Source: an optimization exercise on an open RTL-to-GDS flow (aim: small area and a short achievable clock period). Production flows keep margins and buffers that such runs may drop.
RTL that was checked went through simulation tests only; none was proved equivalent to the original.

Setup of before:
==> flow/design.v <==
package riscv_dbg_pkg;
  typedef enum logic [1:0] {
    ST_IDLE  = 2'd0,
    ST_ARMED = 2'd1,
    ST_POST  = 2'd2,
    ST_DONE  = 2'd3
  } trace_state_t;
  localparam logic MODE_STOP_FULL = 1'b0;
  localparam logic MODE_RING_TRIG = 1'b1;
  function automatic integer entry_w(input integer xlen, input integer num_regs);
    entry_w = xlen * (2 + num_regs);
  endfunction
endpackage
module trace_ram #(
  parameter int ROWS  = 14,
  parameter int WIDTH = 192,
  parameter int TAP0  = 6,
  parameter int NSEL  = 8
) (
  input  logic             clk,
  input  logic [WIDTH-1:0] wdata,
  input  logic             hold_stage,
  input  logic             shift,
  input  logic [NSEL-1:0]  sel,
  input  logic             hold,
  output logic [WIDTH-1:0] stage,
  output logic [WIDTH-1:0] rdata
);
  logic [WIDTH-1:0] pick;
  logic [WIDTH-1:0] mem [ROWS];
  always_ff @(posedge clk) begin
    if (!hold_stage) begin
      stage <= wdata;
    end
  end
  always_ff @(posedge clk) begin
    if (shift) begin
      mem[0] <= stage;
      for (int i = 1; i < ROWS; i++) begin
        mem[i] <= mem[i-1];
      end
    end
  end
  always_comb begin
    pick = {WIDTH{hold}} & rdata;
    for (int i = 0; i < NSEL; i++) begin
      pick = pick | ({WIDTH{sel[i]}} & mem[TAP0 + i]);
    end
  end
  always_ff @(posedge clk) begin
    rdata <= pick;
  end
endmodule
module riscv_trace_buffer #(
  parameter int XLEN       = 32,
  parameter int NUM_REGS   = 4,
  parameter int DEPTH      = 16,
  parameter int POST_DEPTH = 8
) (
  input  logic                     clk,
  input  logic                     reset,
  input  logic [XLEN-1:0]          pc_dbg,
  input  logic [XLEN-1:0]          instr_dbg,
  input  logic [NUM_REGS*XLEN-1:0] regs_dbg,
  input  logic                     arm,
  input  logic                     clear,
  input  logic                     mode,
  input  logic                     trig_en,
  input  logic [XLEN-1:0]          trig_pc,
  output logic                     busy,
  output logic                     triggered,
  output logic                     wrapped,
  output logic                     rd_valid,
  input  logic                     rd_ready,
  output logic [XLEN-1:0]          rd_pc,
  output logic [XLEN-1:0]          rd_instr,
  output logic [NUM_REGS*XLEN-1:0] rd_regs,
  output logic                     rd_last
);
  localparam int AW = $clog2(DEPTH);
  localparam int CW = AW + 1;
  localparam int EW = riscv_dbg_pkg::entry_w(XLEN, NUM_REGS);
  localparam logic [CW-1:0] DEPTH_C = CW'(DEPTH);
  localparam logic [CW-1:0] POST_C  = CW'(POST_DEPTH);
  localparam logic [CW-1:0] ONE_C   = CW'(1);
  localparam logic [CW-1:0] TWO_C   = CW'(2);
  localparam int TAP0 = POST_DEPTH - 2;
  localparam int NSEL = DEPTH - 2 - TAP0;
  logic          armed_q, post_q, mode_q, first_q, cap_q, gd;
  logic [CW-1:0] count, post_cnt, rd_left;
  logic [NSEL-1:0] osel_q;
  logic [NSEL-1:0] rs_q, rsel;
  logic          hb_q, ld, rhold;
  logic          idle, cnt_full, gd_cap, last_pop;
  logic [CW-1:0] cnt_inc;
  logic [NSEL-1:0] osel_trig;
  logic          chg, teq, cap, fire, gdone, pop, start;
  logic          shift;
  logic [EW-1:0] wdata, stage, rdata;
  logic [XLEN-1:0] pc_q;
  assign idle     = !busy && !rd_valid;
  assign cnt_full = (count == DEPTH_C);
  assign cnt_inc  = cnt_full ? count : count + ONE_C;
  assign gd_cap   = mode_q ? (post_q && (post_cnt == TWO_C)) : (cnt_inc == DEPTH_C - ONE_C);
  assign last_pop = (rd_left == ONE_C);
  always_comb begin
    osel_trig = '0;
    if (count >= CW'(NSEL - 1)) osel_trig[NSEL-1] = 1'b1;
    else                        osel_trig[count[$clog2(NSEL)-1:0]] = 1'b1;
  end
  assign pc_q  = stage[XLEN-1:0];
  assign chg   = (pc_dbg != pc_q);
  assign teq   = trig_en && (pc_dbg == trig_pc);
  assign cap   = busy && (first_q || chg);
  assign fire  = cap && armed_q && mode_q && teq;
  assign gdone = cap && gd;
  assign pop   = rd_valid && rd_ready;
  assign start = idle && arm;
  always_ff @(posedge clk or posedge reset) begin
    if (reset) begin
      armed_q   <= 1'b0;
      post_q    <= 1'b0;
      busy      <= 1'b0;
      rd_valid  <= 1'b0;
      rd_last   <= 1'b0;
      mode_q    <= 1'b0;
      first_q   <= 1'b0;
      count     <= '0;
      post_cnt  <= '0;
      rd_left   <= '0;
      triggered <= 1'b0;
      wrapped   <= 1'b0;
      osel_q    <= '0;
      gd        <= 1'b0;
      cap_q     <= 1'b0;
      rs_q      <= '0;
      hb_q      <= 1'b0;
    end else begin
      armed_q   <= !clear && (start || (armed_q && !fire && !gdone));
      post_q    <= !clear && (fire || (post_q && !gdone));
      busy      <= !clear && (start || (busy && !gdone));
      rd_valid  <= !clear && (gdone || (rd_valid && !(pop && last_pop)));
      rd_last   <= !clear && (gdone ? (cnt_inc == ONE_C)
                                    : (rd_valid && (pop ? (rd_left == TWO_C) : last_pop)));
      rd_left   <= clear ? '0 : gdone ? cnt_inc : pop ? rd_left - ONE_C : rd_left;
      mode_q    <= start ? mode : mode_q;
      first_q   <= start || (first_q && !cap);
      count     <= start ? '0 : cap ? cnt_inc : count;
      post_cnt  <= fire ? POST_C : (cap && post_q) ? post_cnt - ONE_C : post_cnt;
      triggered <= !start && (triggered || fire);
      wrapped   <= !start && (wrapped || (cap && cnt_full));
      osel_q    <= start ? NSEL'(1) << (NSEL - 1) : fire ? osel_trig : osel_q;
      gd        <= !start && !fire && (cap ? gd_cap : gd);
      cap_q     <= cap;
      rs_q      <= (cap || rd_valid) ? osel_q : {osel_q[NSEL-2:0], 1'b0};
      hb_q      <= !(cap || rd_valid) && osel_q[NSEL-1];
    end
  end
  assign ld    = !rd_valid || rd_ready;
  assign rsel  = ld ? rs_q : '0;
  assign rhold = !ld || hb_q;
  assign shift = rd_valid ? rd_ready : cap_q;
  assign wdata = {regs_dbg, instr_dbg, pc_dbg};
  trace_ram #(
    .ROWS  (DEPTH - 2),
    .WIDTH (EW),
    .TAP0  (TAP0),
    .NSEL  (NSEL)
  ) u_ram (
    .clk        (clk),
    .wdata      (wdata),
    .hold_stage (rd_valid),
    .shift      (shift),
    .sel        (rsel),
    .hold       (rhold),
    .stage      (stage),
    .rdata      (rdata)
  );
  assign rd_pc    = rdata[XLEN-1:0];
  assign rd_instr = rdata[2*XLEN-1:XLEN];
  assign rd_regs  = rdata[EW-1:2*XLEN];
endmodule
make LEC_CHECK=0 CAP_MARGIN=20 CORE_MARGIN=2 CORE_UTILIZATION=60 CTS_CLUSTER_DIAMETER=80 CTS_CLUSTER_SIZE=30 SETUP_SLACK_MARGIN=3.0 SLEW_MARGIN=20 finish   # period 5.5 ns
run.sh (not shown) runs the stock make flow with config.mk's settings and CLKGATE_MAP_FILE= SYNTH_SCRIPT=/design/flow/synth_recipe.tcl, a recipe that flattens the netlist after the stock synthesis.
> inputs changed (before -> after)
--- a/flow/design.v
+++ b/flow/design.v
@@ -22,7 +22,6 @@
   input  logic             hold_stage,
   input  logic             shift,
   input  logic [NSEL-1:0]  sel,
-  input  logic             hold,
   output logic [WIDTH-1:0] stage,
   output logic [WIDTH-1:0] rdata
 );
@@ -42,7 +41,7 @@
     end
   end
   always_comb begin
-    pick = {WIDTH{hold}} & rdata;
+    pick = {WIDTH{sel == '0}} & rdata;
     for (int i = 0; i < NSEL; i++) begin
       pick = pick | ({WIDTH{sel[i]}} & mem[TAP0 + i]);
     end
@@ -89,8 +88,7 @@
   logic          armed_q, post_q, mode_q, first_q, cap_q, gd;
   logic [CW-1:0] count, post_cnt, rd_left;
   logic [NSEL-1:0] osel_q;
-  logic [NSEL-1:0] rs_q, rsel;
-  logic          hb_q, ld, rhold;
+  logic [NSEL-1:0] rsel;
   logic          idle, cnt_full, gd_cap, last_pop;
   logic [CW-1:0] cnt_inc;
   logic [NSEL-1:0] osel_trig;
@@ -133,8 +131,6 @@
       osel_q    <= '0;
       gd        <= 1'b0;
       cap_q     <= 1'b0;
-      rs_q      <= '0;
-      hb_q      <= 1'b0;
     end else begin
       armed_q   <= !clear && (start || (armed_q && !fire && !gdone));
       post_q    <= !clear && (fire || (post_q && !gdone));
@@ -152,13 +148,13 @@
       osel_q    <= start ? NSEL'(1) << (NSEL - 1) : fire ? osel_trig : osel_q;
       gd        <= !start && !fire && (cap ? gd_cap : gd);
       cap_q     <= cap;
-      rs_q      <= (cap || rd_valid) ? osel_q : {osel_q[NSEL-2:0], 1'b0};
-      hb_q      <= !(cap || rd_valid) && osel_q[NSEL-1];
     end
   end
-  assign ld    = !rd_valid || rd_ready;
-  assign rsel  = ld ? rs_q : '0;
-  assign rhold = !ld || hb_q;
+  always_comb begin
+    if (rd_valid)   rsel = rd_ready ? osel_q : '0;
+    else if (cap_q) rsel = osel_q;
+    else            rsel = {osel_q[NSEL-2:0], 1'b0};
+  end
   assign shift = rd_valid ? rd_ready : cap_q;
   assign wdata = {regs_dbg, instr_dbg, pc_dbg};
   trace_ram #(
@@ -172,7 +168,6 @@
     .hold_stage (rd_valid),
     .shift      (shift),
     .sel        (rsel),
-    .hold       (rhold),
     .stage      (stage),
     .rdata      (rdata)
   );
--- outcome ---
- When after is set beside before, its required time of the critical path turns out to be 1810 ps larger.
- Diff before -> after | final RePlAce weighted congestion | down slightly
- before → after: instance count of the mapped netlist increased 26, non-filler instance count after layout +0.96%.
- Clock skew: after > before
- Diff before -> after: count of buffers not belonging to the clock network in the layout moved up, highest net fanout along the worst path moved up, relative area change from synthesis to final layout moved up.
Only the layout flow was run in after; the RTL was not checked for function there.

afterwards: timing with drivers on the ports:
In the flow no input, the clock included, has a driving cell. The finished layouts below were timed again as built, in two steps. Step 1, drivers: a clkbuf_16 drives clk and a buf_2 each remaining input, both assumed. Step 2, shift: input delay + t, output delay - t, t = (earliest + latest rising clock arrival at the registers) / 2. This alone moves slack from input paths to output paths. Three values: ideal, step 1, step 2; two values: the first two.
run | shift t [ns] | setup WS [ns] | hold WS [ns] | latest minus earliest clock arrival (ns) | cell pins on the clock port's net
before | 0.897 | 2.950 / 2.867 / 2.171 | 0.395 / 0.395 / 0.395 | 0.041 / 0.042 | 1
after | 0.870 | 2.767 / 2.767 / 2.089 | 0.400 / 0.400 / 0.400 | 0.038 / 0.038 | 1
After both steps setup and hold are still met in every run listed. For before, which loses most, drivers alone change the setup slack by -0.083 ns; drivers and shift together by -0.779 ns.
